Context: an optimization exercise on an open-source flow, tuned for small area and a short achievable clock period. The choices shown serve that exercise and are no tape-out recipe. Function was checked by simulation only, so behaviour that the tests miss may differ from the original. Power figures rest on the tool's default switching activity, not on a simulated workload.

`flow/constraint.sdc`:
```
create_clock -name core_clock -period 6.0 [get_ports {clk}]
set_input_delay 1.2000 -clock core_clock [delete_from_list [all_inputs] [get_ports {clk}]]
set_output_delay 1.2000 -clock core_clock [all_outputs]
set_load 0.01 [all_outputs]
```
`flow/run.sh`:
```
#!/bin/bash
# synth_recipe.tcl (not shown) runs the flow's synth.tcl, then flattens the netlist and writes it again
# the make line also repeats each setting of config.mk as NAME=value (left out here)
make -C /OpenROAD-flow-scripts/flow DESIGN_CONFIG=/design/flow/config.mk WORK_HOME=/design/flow/orfs CLKGATE_MAP_FILE= SYNTH_SCRIPT=/design/flow/synth_recipe.tcl finish
```
`flow/config.mk`:
```
export PLATFORM = sky130hd
export DESIGN_NAME = ndscore_top
export DESIGN_NICKNAME = ndscore_top
export VERILOG_FILES = /design/flow/design.v
export SDC_FILE = /design/flow/constraint.sdc
export NUM_CORES = 4
export LEC_CHECK = 0
export CAP_MARGIN = 20
export CORE_MARGIN = 2
export CORE_UTILIZATION = 30
export PLACE_DENSITY = 0.5
export SETUP_SLACK_MARGIN = 3.0
export SLEW_MARGIN = 20
```
`flow/design.v`:
```
`default_nettype none
package ndscore_pkg;
   localparam logic [5:0] OPC_ALU1 = 6'b100000;
   localparam logic [5:0] OPC_ADDI = 6'b101000;
   localparam logic [5:0] OPC_ORI  = 6'b101100;
   localparam logic [5:0] OPC_XORI = 6'b101011;
   localparam logic [5:0] OPC_MOVI = 6'b100010;
   localparam logic [4:0] SUB_ADD   = 5'b00000;
   localparam logic [4:0] SUB_SUB   = 5'b00001;
   localparam logic [4:0] SUB_AND   = 5'b00010;
   localparam logic [4:0] SUB_XOR   = 5'b00011;
   localparam logic [4:0] SUB_OR    = 5'b00100;
   localparam logic [4:0] SUB_SLLI  = 5'b01000;
   localparam logic [4:0] SUB_SRLI  = 5'b01001;
   localparam logic [4:0] SUB_ROTRI = 5'b01011;
endpackage
`default_nettype wire
`timescale 1ns/1ps
`default_nettype none
module ndscore_decoder (
   input  wire                        clk,
   input  wire                        rst_n_i,
   input  wire                        inst_valid_i,
   input  wire  [32-1:0]     inst_i,
   output logic [5-1:0]     rs1_addr_o,
   output logic [5-1:0]     rs2_addr_o,
   input  wire  [32-1:0]     rs1_data_i,
   input  wire  [32-1:0]     rs2_data_i,
   output logic                       id_wr_en_o,    
   input  wire  [32-1:0]     ex_result_i,   
   output logic                       wr_en_q,
   output logic [5-1:0]     dest_q,
   output logic [32-1:0]     op_a_q,
   output logic [32-1:0]     op_b_q,      
   output logic                       add_q,       
   output logic                       sub_q,
   output logic                       and_q,
   output logic                       or_q,        
   output logic                       pass_q,      
   output logic                       xor_q,
   output logic                       shift_q,
   output logic                       srl_q,
   output logic                       sll_q,
   output logic [5-1:0]    rot_q        
);
   logic [5:0]               opcode;
   logic [4:0]               sub_op;
   logic [5-1:0]  shamt;
   logic                     alu1;
   logic                     is_add, is_sub, is_and, is_or, is_xor;
   logic                     is_sll, is_srl, is_rotr;
   logic                     is_addi, is_ori, is_xori, is_movi;
   logic                     rr;         
   logic                     shift;
   logic                     writes;
   logic                     fwd_a, fwd_b;
   logic [32-1:0]   imm;
   logic [32-1:0]   a_val;
   logic [32-1:0]   b_val;
   assign opcode = inst_i[30:25];
   assign sub_op = inst_i[4:0];
   assign shamt  = inst_i[14:10];
   assign alu1    = (opcode == ndscore_pkg::OPC_ALU1);
   assign is_add  = alu1 && (sub_op == ndscore_pkg::SUB_ADD);
   assign is_sub  = alu1 && (sub_op == ndscore_pkg::SUB_SUB);
   assign is_and  = alu1 && (sub_op == ndscore_pkg::SUB_AND);
   assign is_or   = alu1 && (sub_op == ndscore_pkg::SUB_OR);
   assign is_xor  = alu1 && (sub_op == ndscore_pkg::SUB_XOR);
   assign is_sll  = alu1 && (sub_op == ndscore_pkg::SUB_SLLI);
   assign is_srl  = alu1 && (sub_op == ndscore_pkg::SUB_SRLI);
   assign is_rotr = alu1 && (sub_op == ndscore_pkg::SUB_ROTRI);
   assign is_addi = (opcode == ndscore_pkg::OPC_ADDI);
   assign is_ori  = (opcode == ndscore_pkg::OPC_ORI);
   assign is_xori = (opcode == ndscore_pkg::OPC_XORI);
   assign is_movi = (opcode == ndscore_pkg::OPC_MOVI);
   assign rr     = is_add | is_sub | is_and | is_or | is_xor;
   assign shift  = is_sll | is_srl | is_rotr;
   assign writes = rr | is_sll | is_rotr | (is_srl && (shamt != '0)) |
                   is_addi | is_ori | is_xori | is_movi;
   assign rs1_addr_o = inst_i[19:15];
   assign rs2_addr_o = inst_i[14:10];
   assign id_wr_en_o = inst_valid_i && writes;
   assign fwd_a = wr_en_q && (dest_q == rs1_addr_o);
   assign fwd_b = wr_en_q && (dest_q == rs2_addr_o) && rr;
   always_comb begin
      imm = '0;
      if (is_addi) begin
         imm = {{(32-14-1){inst_i[14]}},
                inst_i[14:0]};
      end else if (is_ori || is_xori) begin
         imm = {{(32-14-1){1'b0}}, inst_i[14:0]};
      end else if (is_movi) begin
         imm = {{(32-19-1){inst_i[19]}},
                inst_i[19:0]};
      end
   end
   assign a_val = fwd_a ? ex_result_i : rs1_data_i;
   assign b_val = (fwd_b ? ex_result_i : ((rs2_data_i & {32{rr}}) | imm))
                  ^ {32{is_sub}};
   always_ff @(posedge clk or negedge rst_n_i) begin
      if (!rst_n_i) begin
         wr_en_q <= 1'b0;
      end else begin
         wr_en_q <= id_wr_en_o;
      end
   end
   always_ff @(posedge clk) begin
      dest_q  <= inst_i[24:20];
      op_a_q  <= a_val;
      op_b_q  <= b_val;
      add_q   <= is_add | is_sub | is_addi;
      sub_q   <= is_sub;
      and_q   <= is_and;
      or_q    <= is_or | is_ori;
      pass_q  <= is_movi;
      xor_q   <= is_xor | is_xori;
      shift_q <= shift;
      srl_q   <= is_srl;
      sll_q   <= is_sll;
      rot_q   <= shamt ^ {5{is_sll}};
   end
endmodule
`default_nettype wire
`timescale 1ns/1ps
`default_nettype none
module ndscore_alu (
   input  wire  [32-1:0]     op_a_i,
   input  wire  [32-1:0]     op_b_i,      
   input  wire                        add_i,
   input  wire                        sub_i,
   input  wire                        and_i,
   input  wire                        or_i,
   input  wire                        pass_i,
   input  wire                        xor_i,
   input  wire                        shift_i,
   input  wire                        srl_i,
   input  wire                        sll_i,
   input  wire  [5-1:0]    rot_i,       
   output logic [32-1:0]     result_o
);
   logic [32-1:0] a, b;
   logic [32-1:0] sum;
   logic [32-1:0] logic_res;
   logic [32-1:0] rot;
   logic [5-1:0] rot_amt;    
   logic [32-1:0] mask;
   logic [32-1:0] rs [5+1];
   assign a = op_a_i;
   assign b = op_b_i;
   localparam int LVL = 5;    
   logic [32-1:0] g0, t0, p0;
   logic [32-1:0] hl [LVL+1];
   logic [32-1:0] tl [LVL+1];
   logic [32-1:0] carry;    
   assign g0 = a & b;
   assign t0 = a | b;
   assign p0 = a ^ b;
   assign hl[0] = g0 | {{(32-1){1'b0}}, sub_i};
   assign tl[0] = {t0[32-2:0], 1'b0};
   for (genvar l = 0; l < LVL; l++) begin : g_lvl
      for (genvar i = 0; i < 32; i++) begin : g_bit
         if (i >= (1 << l)) begin : g_node
            assign hl[l+1][i] = hl[l][i] | (tl[l][i] & hl[l][i-(1<<l)]);
            assign tl[l+1][i] = tl[l][i] & tl[l][i-(1<<l)];
         end else begin : g_pass
            assign hl[l+1][i] = hl[l][i];
            assign tl[l+1][i] = tl[l][i];
         end
      end
   end
   assign carry = t0 & hl[LVL];
   assign sum   = p0 ^ {carry[32-2:0], sub_i};
   always_comb begin
      logic_res = '0;
      if (and_i) logic_res = logic_res | (a & b);
      if (or_i)  logic_res = logic_res | (a | b);
      if (xor_i) logic_res = logic_res | (a ^ b);
      if (pass_i) logic_res = logic_res | b;
   end
   assign rot_amt = rot_i;
   assign rs[0] = sll_i ? {a[0], a[32-1:1]} : a;
   for (genvar k = 0; k < 5; k++) begin : g_rot
      assign rs[k+1] = rot_amt[k] ? {rs[k][(1<<k)-1:0], rs[k][32-1:(1<<k)]} : rs[k];
   end
   assign rot = rs[5];
   for (genvar i = 0; i < 32; i++) begin : g_mask
      localparam logic [5-1:0] LIM = 32 - 1 - i;
      assign mask[i] = shift_i && !(srl_i && (rot_amt > LIM))
                               && !(sll_i && (rot_amt < LIM));
   end
   assign result_o = ({32{add_i}} & sum) | logic_res | (rot & mask);
endmodule
`default_nettype wire
`timescale 1ns/1ps
`default_nettype none
module ndscore_regfile (
   input  wire                        clk,
   input  wire                        rst_n_i,
   input  wire  [5-1:0]     rs1_addr_i,
   input  wire  [5-1:0]     rs2_addr_i,
   output logic [32-1:0]     rs1_data_o,
   output logic [32-1:0]     rs2_data_o,
   input  wire                        id_wr_en_i,
   input  wire  [5-1:0]     id_dest_i,
   input  wire                        ex_wr_en_i,
   input  wire  [5-1:0]     ex_dest_i,
   input  wire                        wr_en_i,
   input  wire  [5-1:0]     wr_dest_i,
   input  wire  [32-1:0]     wr_data_i
);
   logic [32-1:0] rd_ok_q;
   logic [32-1:0] we;
   logic [32-1:0] sel1;
   logic [32-1:0] sel2;
   logic [32-1:0]   regs [32];
   logic                     byp1, byp2;
   assign byp1 = wr_en_i && (wr_dest_i == rs1_addr_i);
   assign byp2 = wr_en_i && (wr_dest_i == rs2_addr_i);
   for (genvar r = 0; r < 32; r++) begin : g_reg
      assign we[r]      = wr_en_i && (wr_dest_i == r);
      assign sel1[r]    = rd_ok_q[r] && (rs1_addr_i == r);
      assign sel2[r]    = rd_ok_q[r] && (rs2_addr_i == r);
      always_ff @(posedge clk or negedge rst_n_i) begin
         if (!rst_n_i) begin
            rd_ok_q[r] <= 1'b0;
         end else begin
            rd_ok_q[r] <= (rd_ok_q[r] || we[r]) && !(ex_wr_en_i && (ex_dest_i == r))
                                     && !(id_wr_en_i && (id_dest_i == r));
         end
      end
      always_ff @(posedge clk) begin
         if (we[r]) begin
            regs[r] <= wr_data_i;
         end
      end
   end
   always_comb begin
      rs1_data_o = {32{byp1}} & wr_data_i;
      rs2_data_o = {32{byp2}} & wr_data_i;
      for (int r = 0; r < 32; r++) begin
         rs1_data_o = rs1_data_o | ({32{sel1[r]}} & regs[r]);
         rs2_data_o = rs2_data_o | ({32{sel2[r]}} & regs[r]);
      end
   end
endmodule
`default_nettype wire
`timescale 1ns/1ps
`default_nettype none
module ndscore_top (
   input  wire                        clk,
   input  wire                        rst_n_i,
   input  wire                        inst_valid_i,
   input  wire  [32-1:0]     inst_i,
   output logic                       result_valid_o,
   output logic [5-1:0]     result_dest_o,
   output logic [32-1:0]     result_data_o
);
   logic [5-1:0]  rs1_addr, rs2_addr;
   logic [32-1:0]  rs1_data, rs2_data;
   logic                    id_wr_en;
   logic                    wr_en;
   logic [5-1:0]  dest;
   logic [32-1:0]  op_a, op_b;
   logic                    op_add, op_sub, op_and, op_or, op_pass, op_xor;
   logic                    op_shift, op_srl, op_sll;
   logic [5-1:0] rot;
   logic [32-1:0]  result;
   ndscore_decoder i_decoder (
      .clk          (clk),
      .rst_n_i      (rst_n_i),
      .inst_valid_i (inst_valid_i),
      .inst_i       (inst_i),
      .rs1_addr_o   (rs1_addr),
      .rs2_addr_o   (rs2_addr),
      .rs1_data_i   (rs1_data),
      .rs2_data_i   (rs2_data),
      .id_wr_en_o   (id_wr_en),
      .ex_result_i  (result),
      .wr_en_q      (wr_en),
      .dest_q       (dest),
      .op_a_q       (op_a),
      .op_b_q       (op_b),
      .add_q        (op_add),
      .sub_q        (op_sub),
      .and_q        (op_and),
      .or_q         (op_or),
      .pass_q       (op_pass),
      .xor_q        (op_xor),
      .shift_q      (op_shift),
      .srl_q        (op_srl),
      .sll_q        (op_sll),
      .rot_q        (rot)
   );
   ndscore_alu i_alu (
      .op_a_i   (op_a),
      .op_b_i   (op_b),
      .add_i    (op_add),
      .sub_i    (op_sub),
      .and_i    (op_and),
      .or_i     (op_or),
      .pass_i   (op_pass),
      .xor_i    (op_xor),
      .shift_i  (op_shift),
      .srl_i    (op_srl),
      .sll_i    (op_sll),
      .rot_i    (rot),
      .result_o (result)
   );
   ndscore_regfile i_regfile (
      .clk        (clk),
      .rst_n_i    (rst_n_i),
      .rs1_addr_i (rs1_addr),
      .rs2_addr_i (rs2_addr),
      .rs1_data_o (rs1_data),
      .rs2_data_o (rs2_data),
      .id_wr_en_i (id_wr_en),
      .id_dest_i  (inst_i[24:20]),
      .ex_wr_en_i (wr_en),
      .ex_dest_i  (dest),
      .wr_en_i    (result_valid_o),
      .wr_dest_i  (wb_dest_q),
      .wr_data_i  (wb_data_q)
   );
   logic [5-1:0]  wb_dest_q;
   logic [32-1:0]  wb_data_q;
   always_ff @(posedge clk or negedge rst_n_i) begin
      if (!rst_n_i) begin
         result_valid_o <= 1'b0;
      end else begin
         result_valid_o <= wr_en;
      end
   end
   always_ff @(posedge clk) begin
      result_dest_o <= dest;
      result_data_o <= result;
   end
   always_ff @(posedge clk) begin
      if (wr_en) begin
         wb_dest_q <= dest;
         wb_data_q <= result;
      end
   end
endmodule
`default_nettype wire
```
==> results.py, run 1 <==
metrics = {
    "status": {
        "status": "finished clean",
    },
    "worst_setup_path": {
        "critPathKind": "primary input to flip-flop",
        "start_kind": "primary input",
        "crit_path_max_fanout": 11,
        "timing.rr.start": "i_decoder.sll_q",
        "end_kind": "flip-flop",
        "r2r_end": "i_decoder.op_b_q[28]",
        "required_ps": 6700,
        "critPathLaunch": "inst_i[10]",
        "r2r_slack_ps": 2810,
        "r2r_cells": 10,
        "cp.arrival_ps": 3930,
    },
    "floorplan": {
        "rows": 159,
        "die-height_um": 439.2,
        "dieArea_um2": 192900,
        "start_util_pct": 30.23,
        "core_um2": 188000,
        "ios": 73,
        "dieWidth_um": 439.2,
    },
    "run": {
        "drv_cap": 0,
    },
    "clock_tree": {
        "clk_pin_slew_ps": 60,
        "cts_root_buf": "clkbuf_16",
        "numCtsBuffers": 136,
        "cts_tree": "done",
        "cts_sinks": 1215,
        "cts_max_path_buffers": 3,
        "clock_latency_ps": 820,
        "hold_buffers": 0,
        "cts_max_level": 4,
    },
    "synthesis": {
        "synth-edff-count": 1061,
        "synth-seq-cells": 1215,
        "ys_seq_area_share_pct": 61.79,
        "synth_top_family_by_area": "compound AO/OA/AOI/OAI gates",
        "yosysTopAreaCell": "edfxtp_1",
        "syn_nets": 4477,
        "synth_fa_ha_area_share_pct": 2.757,
        "synth_area_um2": 56820,
        "synth_warnings": 8,
        "synth_compound_area_share_pct": 21.50,
        "synth_area_per_cell_um2": 13.16,
        "synthMuxAreaShare_pct": 2.228,
        "synthFlopType": "edfxtp_1",
        "synthXorXnorAreaFrac_pct": 1.204,
        "ys_async_sr_fraction_pct": 2.798,
        "synth_top_area_share_pct": 56.07,
        "netlist_top_cells_area": "edfxtp_1, a221oi_1, a22o_1",
        "syn_inst": 4318,
        "synth-simple-area-share_pct": 7.306,
        "post_synth_num_cell_types": 87,
    },
    "pwr": {
        "p_total_mw": 20.00,
        "power_density_nw_per_um2": 269.3,
        "leakage_nw": 24.73,
        "ir_drop_mv": 0.3218,
    },
    "timing": {
        "slew_violations": 0,
        "slew_headroom_pct": 15.72,
        "fin_crit_ps": 3235,
        "rsz0062_at_grt": "true",
        "worst_pin_slew_ps": 1264,
        "finClkSkew_ps": 35.91,
        "setup_viol_count_final": 0,
        "finalSetupTns_ps": 0,
        "layout_worst_path_cycle_share_pct": 53.92,
        "hold_viol": 0,
        "max_freq_mhz": 309.1,
    },
    "placement": {
        "globalplace.congestion": 0.9644,
        "port_buffers": 71,
        "hpwl_mm": 193.7,
    },
    "global_routing": {
        "track_usage_pct": 32.07,
        "overflow": 0,
        "grt_antenna_before_repair": 27,
        "grt_pass1_wl_mm": 422.0,
        "grt_pass1_vias": 47580,
        "grt_max_degree": 42,
    },
    "worst_hold_path": {
        "min_path_cells": 0,
        "holdPathEnd": "result_dest_o[2]",
        "hp-start": "i_decoder.dest_q[2]",
        "min_path_type": "flip-flop to flip-flop",
    },
    "drt": {
        "wl_per_cell_um": 43.55,
        "vias": 51370,
        "ant_nets": 0,
        "drcViolationCount": 0,
        "drt_first_pass_iters": 10,
        "via_per_inst": 6.927,
        "drtIter0Drc": 10230,
        "wirelength_mm": 323.0,
    },
    "cells_and_area": {
        "finalCoreUtilization_pct": 39.50,
        "area_growth_pct": 30.69,
        "nets": 4947,
        "drive_gt1_share_pct": 31.99,
    },
}
critical path, stage by stage:
cell       delay, ps
buf_12           130
nor3b_4          180
and3_4           310
buf_6            240
a22o_1           260
a221oi_2         170
nand4_1          200
nor3_4           440
buf_4            200
a2bb2oi_1        170
a21oi_1           80
xnor2_1          140
buf_4            180
cell usage in the layout, fill, tap and decap left out, types with 51 or more instances in the layout:
master,count
and3_4,71
a22o_1,341
xnor2_1,51
a22oi_1,350
edfxtp_1,1061
buf_6,59
nor2_1,121
nand4_1,145
buf_4,483
a221oi_1,208
clkbuf_16,142
dfxtp_1,77
buf_12,72
ha_1,108
inv_1,71
nand2_1,125
a221oi_2,158
nand3_1,60
a21oi_1,96
repair_timing:
action	CTS	global route
setup buffers	177	131
resized for setup	488	279
pin swaps	90	112
endpoints found under the setup margin	356	166
cloned	7	6
sequential cells by signal (all words and copies together), names as in the netlist:
| name | cells |
|---|---|
| result_data_o | 32 |
| i_decoder.xor_q | 1 |
| i_decoder.rot_q | 5 |
| i_regfile.rd_ok_q | 32 |
| result_valid_o | 1 |
| i_decoder.dest_q | 5 |
| wb_data_q | 32 |
| wb_dest_q | 5 |
| i_decoder.srl_q | 1 |
| i_decoder.or_q | 1 |
| i_decoder.pass_q | 1 |
| i_decoder.sub_q | 1 |
| i_decoder.add_q | 1 |
| i_decoder.op_b_q | 32 |
| i_decoder.and_q | 1 |
| i_decoder.shift_q | 1 |
| i_decoder.op_a_q | 32 |
| i_decoder.wr_en_q | 1 |
| i_decoder.sll_q | 1 |
| result_dest_o | 5 |
| i_regfile.regs | 1024 |
through the flow:
| step | std cells | hold WS (ps) | area [µm²] | setup slack (ps) |
|---|---|---|---|---|
| after CTS | 7252 | 540.2 | 71710 | 2777 |
| after floorplan | 4318 | 370.9 | 59350 | 2368 |
| after global placement | 6814 | 557.2 | 63500 | 287.3 |
| after global routing | 7400 | 552.9 | 74220 | 2758 |
| after detailed placement | 6819 | 556.5 | 63630 | 306.8 |
| final | 7416 | 545.6 | 74260 | 2765 |
where the power goes:
group	switching (mW)	internal, mW
Combinational	1.24	0.841
Clock	3.74	4.78
Sequential	0.212	9.18
Total	5.20	14.8
synth_stat cells (15+ instances only):
cell,n
xnor2_1,52
buf_1,27
a21oi_1,122
or3_1,40
mux2i_1,50
dfrtp_1,34
o221ai_1,25
a31oi_1,24
nor3_1,56
a221oi_1,368
a211oi_1,18
a22o_1,341
a2111oi_0,37
and3_1,80
nand2b_1,21
inv_1,98
nand3_1,65
clkbuf_1,329
mux4_2,25
a22oi_1,362
o22ai_1,15
nand2_1,133
nor4_1,17
ha_1,122
dfxtp_1,120
edfxtp_1,1061
nor2b_1,24
nor2_1,162
xor2_1,23
mux2_2,16
nand4_1,145
o21ai_0,68
per-layer routing:
layer,track usage [%],part of all wire [%],vias to the layer above
met2,46.55,41,5208
met4,22.20,9.4,28
met1,39.38,34,25580
li1,-,-,18940
met3,11.89,15,1608
met5,0,0.15,-
worst max-delay path by stage:
stage                                  endpoint  slack (ps)  cells past startpoint
after floorplan           i_regfile.rd_ok_q[12]        2370                      6
after global placement      i_decoder.op_b_q[1]         290                     13
after detailed placement    i_decoder.op_b_q[1]         310                     13
after CTS                   i_decoder.op_b_q[1]        2780                     13
after global routing        i_decoder.op_b_q[0]        2760                     12
final                       i_decoder.op_b_q[1]        2770                     13
area by class of cell:
type	count	area, µm²
diodes	22	55.05
clock buffers	173	3635
clock inverters	76	813.3
fillers	17480	113700
inverters	101	424.2
multi-input cells	2633	24110
flip-flops and latches	1215	35240
well taps	2495	3122
repair buffers	701	6874
cell families after synthesis:
kind of cell             count (synthesis)
AO/OA/AOI/OAI                         1539
AND/OR/NAND/NOR                        797
buffers and inverters                  475
adder cells (fa/ha/maj)                124
XOR/XNOR                                76
flip-flops                            1215
multiplexers                            92
==> inputs of run 2 (changes only) <==
--- a/flow/config.mk
+++ b/flow/config.mk
@@ -8,6 +8,5 @@
 export CAP_MARGIN = 20
 export CORE_MARGIN = 2
-export CORE_UTILIZATION = 30
-export PLACE_DENSITY = 0.5
+export CORE_UTILIZATION = 40
 export SETUP_SLACK_MARGIN = 3.0
 export SLEW_MARGIN = 20
==> results.py, run 2 <==
metrics = {
    "worst_setup_path": {
        "path_cells": "inv_2, ha_4, or3_4, nor4_4, nand3_4, a31o_4, o221ai_2, o211ai_1, a2111oi_2, buf_4, clkinvlp_4, buf_12",
        "cp.depth": 12,
        "crit_path_max_fanout": 3,
        "cpPeakStageDelay_ps": 410,
        "timing.rr.start": "i_decoder.op_b_q[5]",
        "critPathLaunch": "i_decoder.op_b_q[5]",
        "critPathTopFamily": "compound AO/OA/AOI/OAI gates",
        "r2r_end": "result_data_o[23]",
        "required_ps": 6700,
        "r2r_cells": 12,
        "cp.arrival_ps": 3950,
        "start_kind": "flip-flop",
        "r2r_slack_ps": 2750,
        "crit_end": "result_data_o[23]",
        "critPathKind": "flip-flop to flip-flop",
        "end_kind": "flip-flop",
        "crit_buf_inv": 4,
        "cpMaxStageDelayCell": "or3_4",
    },
    "synthesis": {
        "syn_nets": 4477,
        "synth_area_per_cell_um2": 13.16,
        "netlist_top_cells_area": "edfxtp_1, a221oi_1, a22o_1",
        "post_synth_num_cell_types": 87,
        "ys_async_sr_fraction_pct": 2.798,
        "synth_area_um2": 56820,
        "synthFlopType": "edfxtp_1",
        "ys_seq_area_share_pct": 61.79,
        "yosysTopAreaCell": "edfxtp_1",
        "syn_inst": 4318,
        "synth_most_common_cell": "edfxtp_1",
        "yosys-top-cells-count": "edfxtp_1, a221oi_1, a22oi_1",
        "synth-seq-cells": 1215,
        "synth-edff-count": 1061,
        "synth_top_area_share_pct": 56.07,
        "synth_warnings": 8,
    },
    "floorplan": {
        "core_um2": 141200,
        "start_util_pct": 40.23,
        "die-height_um": 380.9,
        "dieWidth_um": 380.9,
        "ios": 73,
        "rows": 138,
        "dieArea_um2": 145100,
    },
    "clock_tree": {
        "numCtsBuffers": 134,
        "cts_max_path_buffers": 3,
        "clk_pin_slew_ps": 60,
        "cts_tree": "done",
        "cts_max_level": 4,
        "cts_sinks": 1215,
        "cts_root_buf": "clkbuf_16",
        "clock_latency_ps": 850,
    },
    "global_routing": {
        "track_usage_pct": 41.29,
        "top_usage_layer": "met2",
        "use_met2_pct": 56.59,
        "overflow": 0,
        "grt_antenna_before_repair": 29,
        "grt_pass1_vias": 48310,
        "use_met1_pct": 47.53,
        "grt_max_degree": 41,
        "met3_usage_pct": 21.25,
        "grt_pass1_wl_mm": 410.5,
    },
    "cells_and_area": {
        "area_growth_pct": 30.72,
        "nets": 4982,
        "layout.cells.non_filler": 6827,
        "regMostFlops": "i_regfile.regs",
        "drive_gt1_share_pct": 33.54,
        "largest_reg_flops": 1024,
        "final_common_cell": "edfxtp_1",
        "fill_cells": 11730,
        "stdcell_area_um2": 74280,
        "finalCoreUtilization_pct": 52.59,
        "layout_common_cells": "edfxtp_1, buf_4, a22oi_1, a22o_1, a221oi_1",
    },
    "timing": {
        "slew_violations": 0,
        "layout_worst_path_cycle_share_pct": 54.12,
        "fin_hold_ws_ps": 521.6,
        "fin_crit_ps": 3247,
        "finClkSkew_ps": 43.32,
        "rsz0062_at_grt": "true",
        "finalSetupTns_ps": 0,
        "setup_ws_ps": 2753,
        "worst_pin_slew_ps": 1211,
        "max_freq_mhz": 307.9,
        "setup_viol_count_final": 0,
        "hold_viol": 0,
        "slew_headroom_pct": 19.28,
    },
    "pwr": {
        "ir_drop_mv": 0.2891,
        "p_total_mw": 19.85,
        "leakage_nw": 25.06,
        "power_density_nw_per_um2": 267.2,
    },
    "run": {
        "drv_cap": 0,
    },
    "drt": {
        "drt_first_pass_iters": 10,
        "drtIter0Drc": 11070,
        "drcViolationCount": 0,
        "via_per_inst": 7.697,
        "wl_per_cell_um": 45.63,
        "wirelength_mm": 311.5,
        "vias": 52550,
        "ant_nets": 0,
    },
    "worst_hold_path": {
        "hp-start": "i_decoder.dest_q[0]",
        "min_path_type": "flip-flop to flip-flop",
    },
    "placement": {
        "dp_cells": 6211,
        "hpwl_mm": 185.9,
        "preCtsSetupSlack_ps": 655.1,
        "placed_area_um2": 62760,
        "port_buffers": 71,
        "globalplace.congestion": 1.029,
    },
    "status": {
        "status": "finished clean",
    },
}
==> run 2: cell count changes in the layout (fill, tap and decap cells not counted), sizes merged <==
cell           previous run  this run
clkinv                   50        56
clkdlybuf4s50            50        51
inv                     100       104
bufbuf                    2         3
dlygate4sd2               4         3
bufinv                   10         5
diode                    22         9
buf                     631       669
clkinvlp                 17        14
clkbuf                  186       174
==> run 2: cells by family (layout without fill, tap and decap cells) <==
logic type	after synthesis	count (layout)	share of synthesized area, %
AO/OA/AOI/OAI	1539	1539	21.50
flip-flops	1215	1215	61.79
AND/OR/NAND/NOR	797	799	7.306
buffers and inverters	475	1080	3.208
adder cells (fa/ha/maj)	124	124	2.757
multiplexers	92	92	2.228
XOR/XNOR	76	79	1.204
other	0	9	0
==> run 2: routing by layer <==
metal | wire (µm) | up-vias
met2 | 121200 | 5902
met4 | 36140 | 36
met1 | 99180 | 25480
li1 | - | 19010
met3 | 54610 | 2129
met5 | 384 | -
==> run 2: report_power, final <==
part / total [mW] / internal (mW) / switching [mW] / leakage [nW]
clock: 8.34 / 4.58 / 3.76 / 2.12
combinational: 2.13 / 0.857 / 1.27 / 12.1
sequential: 9.39 / 9.18 / 0.202 / 10.8
total: 19.9 / 14.6 / 5.23 / 25.1
==> run 2: final cells by class <==
cell class / instances / area, µm² / area share (%)
Clock buffer: 164 / 3601 / 4.848
Multi-Input combinational cell: 2633 / 24510 / 32.99
Sequential cell: 1215 / 35250 / 47.45
Timing Repair Buffer: 737 / 7315 / 9.847
Timing Repair inverter: 1 / 5.005 / 0.006738
Clock inverter: 77 / 797.0 / 1.073
Antenna cell: 9 / 22.52 / 0.03032
Tap cell: 1890 / 2365 / 3.184
Inverter: 101 / 420.4 / 0.5660
==> run 2: repair_timing <==
action	CTS	global route
endpoints found under the setup margin	301	241
pin swaps	154	175
gates cloned	13	1
setup buffers	213	135
gates resized for setup	602	281
hold buffers	0	0
==> run 2: worst min path at each step <==
stage | slack (ps) | cells after the start | end
6_report | 520 | 0 | result_dest_o[0]
5_1_grt | 530 | 0 | result_dest_o[0]
4_1_cts | 550 | 0 | result_dest_o[4]
3_5_place_dp | 540 | 0 | result_dest_o[4]
3_3_place_gp | 540 | 0 | result_dest_o[4]
2_1_floorplan | 370 | 0 | result_dest_o[0]
==> inputs of run 3 (changes only) <==
--- a/flow/config.mk
+++ b/flow/config.mk
@@ -8,5 +8,7 @@
 export CAP_MARGIN = 20
 export CORE_MARGIN = 2
-export CORE_UTILIZATION = 40
-export SETUP_SLACK_MARGIN = 3.0
+export CORE_UTILIZATION = 30
+export PLACE_DENSITY = 0.5
+export SETUP_SLACK_MARGIN = 2.8
 export SLEW_MARGIN = 20
+export TNS_END_PERCENT = 30
==> results.py, run 3 <==
metrics = {
    "status": {
        "status": "finished clean",
    },
    "cells_and_area": {
        "nets": 4858,
        "stdcell_area_um2": 71410,
        "drive_gt1_share_pct": 24.75,
        "finalCoreUtilization_pct": 37.98,
        "regMostFlops": "i_regfile.regs",
        "layout.cells.non_filler": 7330,
        "area_growth_pct": 25.67,
        "layout_common_cells": "edfxtp_1, buf_4, a22oi_1, a22o_1, a221oi_1",
        "largest_reg_flops": 1024,
        "final_common_cell": "edfxtp_1",
    },
    "clock_tree": {
        "clk_pin_slew_ps": 60,
        "cts_root_buf": "clkbuf_16",
        "cts_max_level": 4,
        "numCtsBuffers": 136,
        "cts_max_path_buffers": 3,
        "cts_sinks": 1215,
        "hold_buffers": 0,
        "cts_tree": "done",
        "clock_latency_ps": 840,
    },
    "drt": {
        "ant_nets": 0,
        "drt_first_pass_iters": 9,
        "wl_per_cell_um": 43.93,
        "wirelength_mm": 322.0,
        "vias": 51980,
        "drtIter0Drc": 10660,
        "drcViolationCount": 0,
        "via_per_inst": 7.091,
    },
    "worst_hold_path": {
        "min_path_type": "flip-flop to flip-flop",
    },
    "pwr": {
        "leakage_nw": 23.70,
        "p_total_mw": 20.14,
        "ir_drop_mv": 0.2255,
        "power_density_nw_per_um2": 282.1,
    },
    "global_routing": {
        "grt_max_degree": 42,
        "overflow": 0,
        "grt_pass1_wl_mm": 423.4,
        "grt_pass1_vias": 47410,
        "grt_antenna_before_repair": 38,
        "track_usage_pct": 32.17,
    },
    "run": {
        "drv_cap": 0,
    },
    "synthesis": {
        "synthFlopType": "edfxtp_1",
        "post_synth_num_cell_types": 87,
        "yosysTopAreaCell": "edfxtp_1",
        "syn_inst": 4318,
        "syn_nets": 4477,
        "ys_async_sr_fraction_pct": 2.798,
        "synth_area_um2": 56820,
        "synth-seq-cells": 1215,
        "ys_seq_area_share_pct": 61.79,
        "synth_warnings": 8,
        "yosys-top-cells-count": "edfxtp_1, a221oi_1, a22oi_1",
        "synth_area_per_cell_um2": 13.16,
        "synth-edff-count": 1061,
        "synth_most_common_cell": "edfxtp_1",
        "synth_top_area_share_pct": 56.07,
        "netlist_top_cells_area": "edfxtp_1, a221oi_1, a22o_1",
    },
    "worst_setup_path": {
        "crit_end": "i_decoder.op_a_q[10]",
        "critPathLaunch": "inst_i[15]",
        "r2r_slack_ps": 2670,
        "end_kind": "flip-flop",
        "cp.arrival_ps": 4130,
        "r2r_end": "wb_data_q[18]",
        "crit_path_max_fanout": 14,
        "required_ps": 6710,
        "timing.rr.start": "i_decoder.sll_q",
        "start_kind": "primary input",
        "critPathKind": "primary input to flip-flop",
        "r2r_cells": 9,
    },
    "floorplan": {
        "start_util_pct": 30.23,
        "ios": 73,
        "rows": 159,
        "dieArea_um2": 192900,
        "dieWidth_um": 439.2,
        "die-height_um": 439.2,
        "core_um2": 188000,
    },
    "timing": {
        "slew_headroom_pct": 18.53,
        "fin_hold_ws_ps": 501.0,
        "slew_violations": 0,
        "rsz0062_at_grt": "true",
        "finalSetupTns_ps": 0,
        "finClkSkew_ps": 51.98,
        "hold_viol": 0,
        "worst_pin_slew_ps": 1222,
        "setup_ws_ps": 2571,
        "layout_worst_path_cycle_share_pct": 57.15,
        "setup_viol_count_final": 0,
        "fin_crit_ps": 3429,
        "max_freq_mhz": 291.6,
    },
    "placement": {
        "globalplace.congestion": 0.9917,
        "port_buffers": 71,
        "preCtsSetupSlack_ps": 557.6,
        "placed_area_um2": 62400,
        "hpwl_mm": 192.9,
        "dp_cells": 6832,
    },
}
[run 3: cell count changes in the layout (fill, tap and decap cells not counted), sizes merged, moves of 2 or more]
cell,previous run,this run
buf,669,543
diode,9,27
bufinv,5,17
clkdlybuf4s50,51,59
clkbuf,174,169
and3,81,85
clkinvlp,14,11
dlygate4sd2,3,0
inv,104,101
clkinv,56,54
[run 3: layout make-up]
cell class	count	area [µm²]
fillers	17730	116600
flip-flops and latches	1215	35190
multi-input cells	2635	22140
repair buffers	610	5812
clock buffers	165	3606
well taps	2495	3122
clock inverters	82	1065
inverters	101	405.4
diodes	27	67.56
[run 3: repair_timing]
item                                    4_1_cts  5_1_grt
gates cloned                                  7        2
endpoints found under the setup margin      182      174
resized for setup                           393      135
pin swaps                                    68       55
buffers inserted                            150       60
[run 3: where the power goes]
group          internal (mW)  switching (mW)  total (mW)
registers               9.18           0.205        9.39
logic                  0.707            1.19        1.89
clock network           5.08            3.79        8.87
total                   15.0            5.18        20.1
[run 3: cells by family after synthesis]
| family | count (synthesis) | synth area share [%] |
|---|---|---|
| compound gates | 1539 | 21.50 |
| flops | 1215 | 61.79 |
| simple gates | 797 | 7.306 |
| buf+inv | 475 | 3.208 |
| fa+ha+maj | 124 | 2.757 |
| mux | 92 | 2.228 |
| xor+xnor | 76 | 1.204 |
[run 3: routing by layer]
metal	track usage, %	vias up	wire length (µm)
li1	-	18770	-
met5	0.4963	-	439
met2	45.13	5740	129200
met1	38.58	25600	108800
met4	22.01	40	29950
met3	15.53	1832	53650
[run 3: how the worst min path moves through the flow]
stage | startpoint | endpoint | slack, ps | depth (start not counted)
floorplan | i_decoder.dest_q[0] | result_dest_o[0] | 370 | 0
global placement | i_decoder.dest_q[4] | result_dest_o[4] | 490 | 0
detailed placement | i_decoder.dest_q[4] | result_dest_o[4] | 490 | 0
CTS | i_decoder.dest_q[4] | result_dest_o[4] | 500 | 0
global route | i_decoder.dest_q[4] | result_dest_o[4] | 510 | 0
finish | i_decoder.dest_q[4] | result_dest_o[4] | 500 | 0
[run 3: critical path, cell delays in order]
cell       delay [ps]
buf_2             170
nor2_2            320
and2_1            390
and3_4            680
buf_4             340
a22oi_1           100
nand3_1           100
nor2_1             40
nand4_1           140
a2111oi_2          70
buf_4             260
a21oi_2           290
==> inputs of run 4 (changes only) <==
--- a/flow/config.mk
+++ b/flow/config.mk
@@ -12,3 +12,2 @@
 export SETUP_SLACK_MARGIN = 2.8
 export SLEW_MARGIN = 20
-export TNS_END_PERCENT = 30
==> results.py, run 4 <==
metrics = {
    "status": {
        "status": "finished clean",
    },
    "worst_setup_path": {
        "cpPeakStageDelay_ps": 420,
        "r2r_slack_ps": 2670,
        "critPathTopFamily": "simple AND/OR/NAND/NOR gates",
        "crit_buf_inv": 4,
        "end_kind": "flip-flop",
        "critPathKind": "primary input to flip-flop",
        "cpMaxStageDelayCell": "nor2b_1",
        "start_kind": "primary input",
        "timing.rr.start": "wb_dest_q[0]",
        "crit_path_max_fanout": 24,
        "required_ps": 6770,
        "r2r_end": "i_regfile.regs[15][12]",
        "worst_path_most_repeated_cell": "buf_4",
        "path_cells": "clkbuf_4, nor2b_1, nor2b_4, and3_4, buf_12, buf_4, a22oi_1, nand4_1, a2111oi_4, buf_4, nand2_1, o21a_1",
        "cp.arrival_ps": 4100,
        "r2r_cells": 3,
    },
    "placement": {
        "dp_cells": 6810,
        "hpwl_mm": 191.0,
        "placed_area_um2": 62390,
        "globalplace.congestion": 0.9670,
        "port_buffers": 71,
        "preCtsSetupSlack_ps": 676.8,
    },
    "clock_tree": {
        "cts_root_buf": "clkbuf_16",
        "cts_tree": "done",
        "clk_pin_slew_ps": 60,
        "numCtsBuffers": 136,
        "clock_latency_ps": 870,
        "hold_buffers": 0,
        "cts_max_path_buffers": 3,
        "cts_sinks": 1215,
        "cts_max_level": 4,
    },
    "synthesis": {
        "syn_nets": 4477,
        "netlist_top_cells_area": "edfxtp_1, a221oi_1, a22o_1",
        "synth_top_area_share_pct": 56.07,
        "yosys-top-cells-count": "edfxtp_1, a221oi_1, a22oi_1",
        "synth_warnings": 8,
        "synth_area_um2": 56820,
        "synth-seq-cells": 1215,
        "synthFlopType": "edfxtp_1",
        "synth-edff-count": 1061,
        "syn_inst": 4318,
        "synth_most_common_cell": "edfxtp_1",
        "ys_async_sr_fraction_pct": 2.798,
        "ys_seq_area_share_pct": 61.79,
        "post_synth_num_cell_types": 87,
        "synth_area_per_cell_um2": 13.16,
        "yosysTopAreaCell": "edfxtp_1",
    },
    "timing": {
        "finalSetupTns_ps": 0,
        "setup_ws_ps": 2668,
        "slew_violations": 0,
        "finClkSkew_ps": 87.90,
        "fin_crit_ps": 3332,
        "slew_headroom_pct": 19.28,
        "max_freq_mhz": 300.1,
        "setup_viol_count_final": 0,
        "hold_viol": 0,
        "layout_worst_path_cycle_share_pct": 55.54,
        "fin_hold_ws_ps": 507.1,
        "worst_pin_slew_ps": 1211,
        "rsz0062_at_grt": "true",
    },
    "drt": {
        "wirelength_mm": 318.6,
        "drcViolationCount": 0,
        "via_per_inst": 7.015,
        "drt_first_pass_iters": 10,
        "vias": 51550,
        "ant_nets": 0,
        "drtIter0Drc": 10410,
        "wl_per_cell_um": 43.36,
    },
    "floorplan": {
        "dieWidth_um": 439.2,
        "start_util_pct": 30.23,
        "ios": 73,
        "core_um2": 188000,
        "die-height_um": 439.2,
        "dieArea_um2": 192900,
        "rows": 159,
    },
    "global_routing": {
        "grt_max_degree": 42,
        "grt_antenna_before_repair": 27,
        "grt_pass1_wl_mm": 418.7,
        "track_usage_pct": 31.80,
        "grt_pass1_vias": 46990,
        "overflow": 0,
    },
    "cells_and_area": {
        "largest_reg_flops": 1024,
        "drive_gt1_share_pct": 25.82,
        "fill_cells": 17660,
        "nets": 4879,
        "final_common_cell": "edfxtp_1",
        "layout_common_cells": "edfxtp_1, buf_4, a22oi_1, a22o_1, a221oi_1",
        "regMostFlops": "i_regfile.regs",
        "layout.cells.non_filler": 7349,
        "area_growth_pct": 26.57,
        "stdcell_area_um2": 71920,
    },
    "pwr": {
        "ir_drop_mv": 0.3316,
        "leakage_nw": 23.84,
        "power_density_nw_per_um2": 280.4,
    },
    "worst_hold_path": {
        "holdPathEnd": "result_dest_o[4]",
        "min_path_type": "flip-flop to flip-flop",
        "min_path_cells": 0,
        "hp-start": "i_decoder.dest_q[4]",
    },
    "run": {
        "drv_cap": 0,
    },
}
## run 4: cell counts after synthesis
No cell type changed its count.
## run 4: kinds of logic (layout without fill, tap and decap cells)
| family | after synthesis | in the layout | synth area share (%) |
|---|---|---|---|
| AOI/OAI and AO/OA | 1539 | 1539 | 21.50 |
| xor gates and xnor gates | 76 | 78 | 1.204 |
| adders and majority gates | 124 | 124 | 2.757 |
| buffers and inverters | 475 | 980 | 3.208 |
| DFF | 1215 | 1215 | 61.79 |
| muxes | 92 | 92 | 2.228 |
| other | 0 | 24 | 0 |
| and+or+nand+nor | 797 | 802 | 7.306 |
## run 4: how the worst max path moves through the flow
stage,end,depth (start not counted),slack [ps],from
after floorplan,i_regfile.rd_ok_q[12],6,2370,wb_dest_q[4]
after global placement,i_decoder.op_a_q[13],12,450,inst_i[15]
after detailed placement,i_decoder.op_b_q[26],12,680,inst_i[10]
after CTS,wb_data_q[12],10,2670,i_decoder.sll_q
after global routing,wb_data_q[12],10,2640,i_decoder.sll_q
final,i_decoder.op_a_q[26],12,2670,inst_i[17]
## run 4: report_power, final
| group | switching (mW) | internal [mW] |
|---|---|---|
| registers | 0.199 | 9.18 |
| clock network | 3.85 | 5.04 |
| logic | 1.17 | 0.723 |
| total | 5.22 | 14.9 |
## run 4: per-stage QoR
| stage | utilization, % | power (mW) |
|---|---|---|
| 6_report | 38.26 | 20.16 |
| 5_1_grt | 38.23 | 20.55 |
| 4_1_cts | 37.27 | 19.92 |
| 3_5_place_dp | 33.18 | 11.03 |
| 3_3_place_gp | 33.16 | 11.03 |
| 2_1_floorplan | - | 10.28 |
## run 4: layer usage
layer	vias up	share of wire (%)	GRT usage, %
li1	18810	-	-
met5	-	0.13	1.588
met1	25410	35	39.43
met4	22	9.0	21.28
met2	5666	40	44.35
met3	1645	16	13.81
## run 4: what timing repair did
action                                  in CTS  in global routing
setup buffers                              161                 88
endpoints found under the setup margin     225                149
gates resized for setup                    361                189
cloned                                       8                  3
pin swaps                                   83                 66
## run 4: cell type report
type	count	area [µm²]	share of cell area [%]
sequential	1215	35180	48.91
multi-input combinational	2635	22340	31.06
timing repair buffer	630	6095	8.474
clock buffer	158	3486	4.847
tap	2495	3122	4.340
clock inverter	90	1230	1.710
inverter	101	410.4	0.5706
antenna	24	60.06	0.08350
timing repair inverter	1	5.005	0.006959

## what the ideal ports hide
No port has a modelled driver above. Below, the same layouts with a new extraction and two added sets of constraints.
Step 1, drivers: a clkbuf_16 drives clk and a buf_2 each remaining input, both assumed.
Step 2, shift: input delay + t, output delay - t, t = (earliest + latest rising clock arrival at the registers) / 2. This alone moves slack from input paths to output paths.
a / b / c = ideal / step 1 / step 2; a / b = the first two.
| run | shift t [ns] | slack for setup (ns) | worst setup path after step 2 | clock arrival spread, ns | worst register clock-pin slew, ns |
|---|---|---|---|---|---|
| run 1 | 0.894 | 2.765 / 2.703 / 1.809 | input to register | 0.036 / 0.036 | 0.08 / 0.08 |
| run 2 | 0.897 | 2.753 / 2.753 / 1.920 | input to register | 0.056 / 0.055 | 0.08 / 0.08 |
| run 3 | 0.894 | 2.571 / 2.622 / 1.728 | input to register | 0.063 / 0.064 | 0.07 / 0.07 |
| run 4 | 0.904 | 2.668 / 2.671 / 1.810 | input to register | 0.096 / 0.095 | 0.07 / 0.07 |
After both steps setup and hold are still met in every run listed. For run 1, which loses most, drivers alone change the setup slack by -0.062 ns; drivers and shift together by -0.956 ns.
